From an optimization exercise on the open Yosys and OpenROAD flow, aimed at small area and a short achievable clock period; shortcuts taken in it are not production practice. The RTL was checked by simulation tests, not by an equivalence proof against the original design.

== north ==
==> flow/design.v <==
package typedef_collection;
  localparam int unsigned REGSIZE = 8;
  typedef logic [REGSIZE-1:0] DEFAULT_TYPE;
  typedef enum logic [1:0] {
    MEMORY_STAY  = 2'b00,
    MEMORY_READ  = 2'b01,
    MEMORY_WRITE = 2'b10
  } MEMORY_FLAG_TYPE;
  typedef enum logic {
    CLEAR = 1'b0,
    READY = 1'b1
  } MEMORY_STATE_TYPE;
endpackage
module memory_array (
  input  logic         CLOCK,
  input  logic [255:0] sel_write,   
  input  logic [255:0] sel_load,    
  input  logic [7:0]   load_data,
  input  logic [7:0]   cpu_data,
  input  logic [255:0] sel_read,    
  input  logic [7:0]   rd_extra,
  output logic [7:0]   rdata
);
  logic [7:0] mem [256];
  genvar w;
  generate
    for (w = 0; w < 256; w++) begin : g_word
      always_ff @(posedge CLOCK)
        if (sel_write[w]) mem[w] <= sel_load[w] ? load_data : cpu_data;
    end
  endgenerate
  always_comb begin
    rdata = rd_extra;
    for (int i = 0; i < 256; i++) rdata = rdata | ({8{sel_read[i]}} & mem[i]);
  end
endmodule
module memory_responder (
  input  logic            CLOCK,
  input  logic            RESET,
  input  logic [1:0]      ctrl_bus,
  input  logic [7:0]      addr_bus,
  input  logic [7:0]      write_bus,
  output logic [7:0]      read_bus,
  input  logic            load_valid,
  input  logic [7:0]      load_addr,
  input  logic [7:0]      load_data,
  output logic            mem_ready,
  output logic [7:0]      io_out,
  output logic [7:0]      write_count
);
  logic         state;
  logic [7:0]   clear_ptr;
  logic [15:0]  a_hi, a_lo, r_hi, l_hi, l_lo, c_hi, c_lo;
  logic [255:0] sel_read, sel_load, sel_write;
  logic [7:0]   cpu_data;
  logic [7:0]   rdata_c;
  logic         clr_c, cpu_wr_c, load_we_c, cpu_we_c, rd_c;
  assign clr_c     = RESET || !state;
  assign cpu_wr_c  = !clr_c && (ctrl_bus == typedef_collection::MEMORY_WRITE);
  assign load_we_c = !clr_c && load_valid;
  assign cpu_we_c  = cpu_wr_c && !(load_valid && (load_addr == addr_bus));
  assign cpu_data  = write_bus & {8{!clr_c}};
  assign rd_c      = !RESET && (ctrl_bus == typedef_collection::MEMORY_READ);
  always_comb begin
    for (int j = 0; j < 16; j++) begin
      a_hi[j] = (addr_bus[7:4] == 4'(j));
      a_lo[j] = (addr_bus[3:0] == 4'(j));
      r_hi[j] = rd_c && a_hi[j];
      l_hi[j] = load_we_c && (load_addr[7:4] == 4'(j));
      l_lo[j] = (load_addr[3:0] == 4'(j));
      c_hi[j] = clr_c || (cpu_wr_c && a_hi[j]);
      c_lo[j] = clr_c || a_lo[j];
    end
  end
  always_comb begin
    for (int i = 0; i < 256; i++) begin
      sel_read[i] = r_hi[i / 16] && a_lo[i % 16];
      sel_load[i] = l_hi[i / 16] && l_lo[i % 16];
      sel_write[i] = sel_load[i] || (c_hi[i / 16] && c_lo[i % 16]);
    end
  end
  memory_array u_array (
    .CLOCK     (CLOCK),
    .sel_write (sel_write),
    .sel_load  (sel_load),
    .load_data (load_data),
    .cpu_data  (cpu_data),
    .sel_read  (sel_read),
    .rd_extra  (read_bus & {8{!RESET && (ctrl_bus != typedef_collection::MEMORY_READ)}}),
    .rdata     (rdata_c)
  );
  always_ff @(posedge CLOCK) read_bus <= rdata_c;
  always_ff @(posedge CLOCK) begin
    if (RESET) begin
      state       <= 1'b0;
      clear_ptr   <= '0;
      io_out      <= '0;
      write_count <= '0;
      mem_ready   <= 1'b0;
    end else if (!state) begin
      clear_ptr <= clear_ptr + 8'd1;
      if (clear_ptr == 8'hFF) begin
        state     <= 1'b1;
        mem_ready <= 1'b1;
      end
    end else begin
      if (cpu_we_c) begin
        if (write_count != 8'hFF) write_count <= write_count + 8'd1;
        if (addr_bus == 8'hFF) io_out <= write_bus;
      end
    end
  end
endmodule
Settings: LEC_CHECK=0, CAP_MARGIN=20, CORE_MARGIN=2, CORE_UTILIZATION=50, SETUP_SLACK_MARGIN=1.5, SLEW_MARGIN=20, SYNTH_HIERARCHICAL=1, TNS_END_PERCENT=0; clock period 4.0 ns.
standard.sh (not shown) runs the stock make flow with config.mk's settings and CLKGATE_MAP_FILE= SYNTH_SCRIPT=/design/flow/synth_recipe.tcl, a recipe that flattens the netlist after the stock synthesis.
==> flow/flow/run.sh <==
#!/bin/bash
set -euo pipefail
bash standard.sh \
  "BUFFER_PORTS_ARGS=-buffer_cell sky130_fd_sc_hd__buf_4" \
  "CTS_ARGS=-sink_clustering_enable -repair_clock_nets -dont_use_dummy_load -sink_clustering_size 24 -sink_clustering_max_diameter 100" \
  finish > orfs_make.log 2>&1
north got as far as global routing (5_1_grt), where a tool error ended the run.
Modified inputs, middle compared to north
diff --git a/flow/design.v b/flow/design.v
--- a/flow/design.v
+++ b/flow/design.v
@@ -12,24 +12,26 @@
   } MEMORY_STATE_TYPE;
 endpackage
 module memory_array (
   input  logic         CLOCK,
   input  logic [255:0] sel_write,   
   input  logic [255:0] sel_load,    
+  input  logic [255:0] sel_cpu,     
   input  logic [7:0]   load_data,
   input  logic [7:0]   cpu_data,
   input  logic [255:0] sel_read,    
   input  logic [7:0]   rd_extra,
   output logic [7:0]   rdata
 );
   logic [7:0] mem [256];
   genvar w;
   generate
     for (w = 0; w < 256; w++) begin : g_word
       always_ff @(posedge CLOCK)
-        if (sel_write[w]) mem[w] <= sel_load[w] ? load_data : cpu_data;
+        if (sel_write[w])
+          mem[w] <= ({8{sel_load[w]}} & load_data) | ({8{sel_cpu[w]}} & cpu_data);
     end
   endgenerate
   always_comb begin
     rdata = rd_extra;
     for (int i = 0; i < 256; i++) rdata = rdata | ({8{sel_read[i]}} & mem[i]);
   end
@@ -48,13 +50,13 @@
   output logic [7:0]      io_out,
   output logic [7:0]      write_count
 );
   logic         state;
   logic [7:0]   clear_ptr;
   logic [15:0]  a_hi, a_lo, r_hi, l_hi, l_lo, c_hi, c_lo;
-  logic [255:0] sel_read, sel_load, sel_write;
+  logic [255:0] sel_read, sel_load, sel_cpu, sel_write;
   logic [7:0]   cpu_data;
   logic [7:0]   rdata_c;
   logic         clr_c, cpu_wr_c, load_we_c, cpu_we_c, rd_c;
   assign clr_c     = RESET || !state;
   assign cpu_wr_c  = !clr_c && (ctrl_bus == typedef_collection::MEMORY_WRITE);
   assign load_we_c = !clr_c && load_valid;
@@ -73,19 +75,21 @@
     end
   end
   always_comb begin
     for (int i = 0; i < 256; i++) begin
       sel_read[i] = r_hi[i / 16] && a_lo[i % 16];
       sel_load[i] = l_hi[i / 16] && l_lo[i % 16];
+      sel_cpu[i]   = c_hi[i / 16] && c_lo[i % 16] && !sel_load[i];
       sel_write[i] = sel_load[i] || (c_hi[i / 16] && c_lo[i % 16]);
     end
   end
   memory_array u_array (
     .CLOCK     (CLOCK),
     .sel_write (sel_write),
     .sel_load  (sel_load),
+    .sel_cpu   (sel_cpu),
     .load_data (load_data),
     .cpu_data  (cpu_data),
     .sel_read  (sel_read),
     .rd_extra  (read_bus & {8{!RESET && (ctrl_bus != typedef_collection::MEMORY_READ)}}),
     .rdata     (rdata_c)
   );
==> comparison <==
When middle is measured against north, its count of buffers added by post-CTS timing repair for setup turns out 61% higher.
Between middle and north, the number of storage elements in the synthesis netlist figures differ only marginally.
Synthesized instance count was higher in middle than in north.
As far as count of flip-flops with a built-in enable after synthesis goes, north and middle are indistinguishable; the numbers are identical.
CTS H-tree depth: middle vs north — no meaningful difference
Looking at synthesized-area fraction occupied by ao, oa, aoi and oai cells across middle and north, the one that comes out lower is north.
As the logs show, middle stopped at global routing (5_1_grt) after a tool error, so it never reached the end of the flow.
middle vs. north: number of library cell types mapped by synthesis fell about 3.6%, synthesized area fell 2.5%, multiplexer share of the synthesized area fell 22 points, portion of the post-synthesis area used by sequential elements rose 1.5 points, mean post-synth cell area fell about 9%.
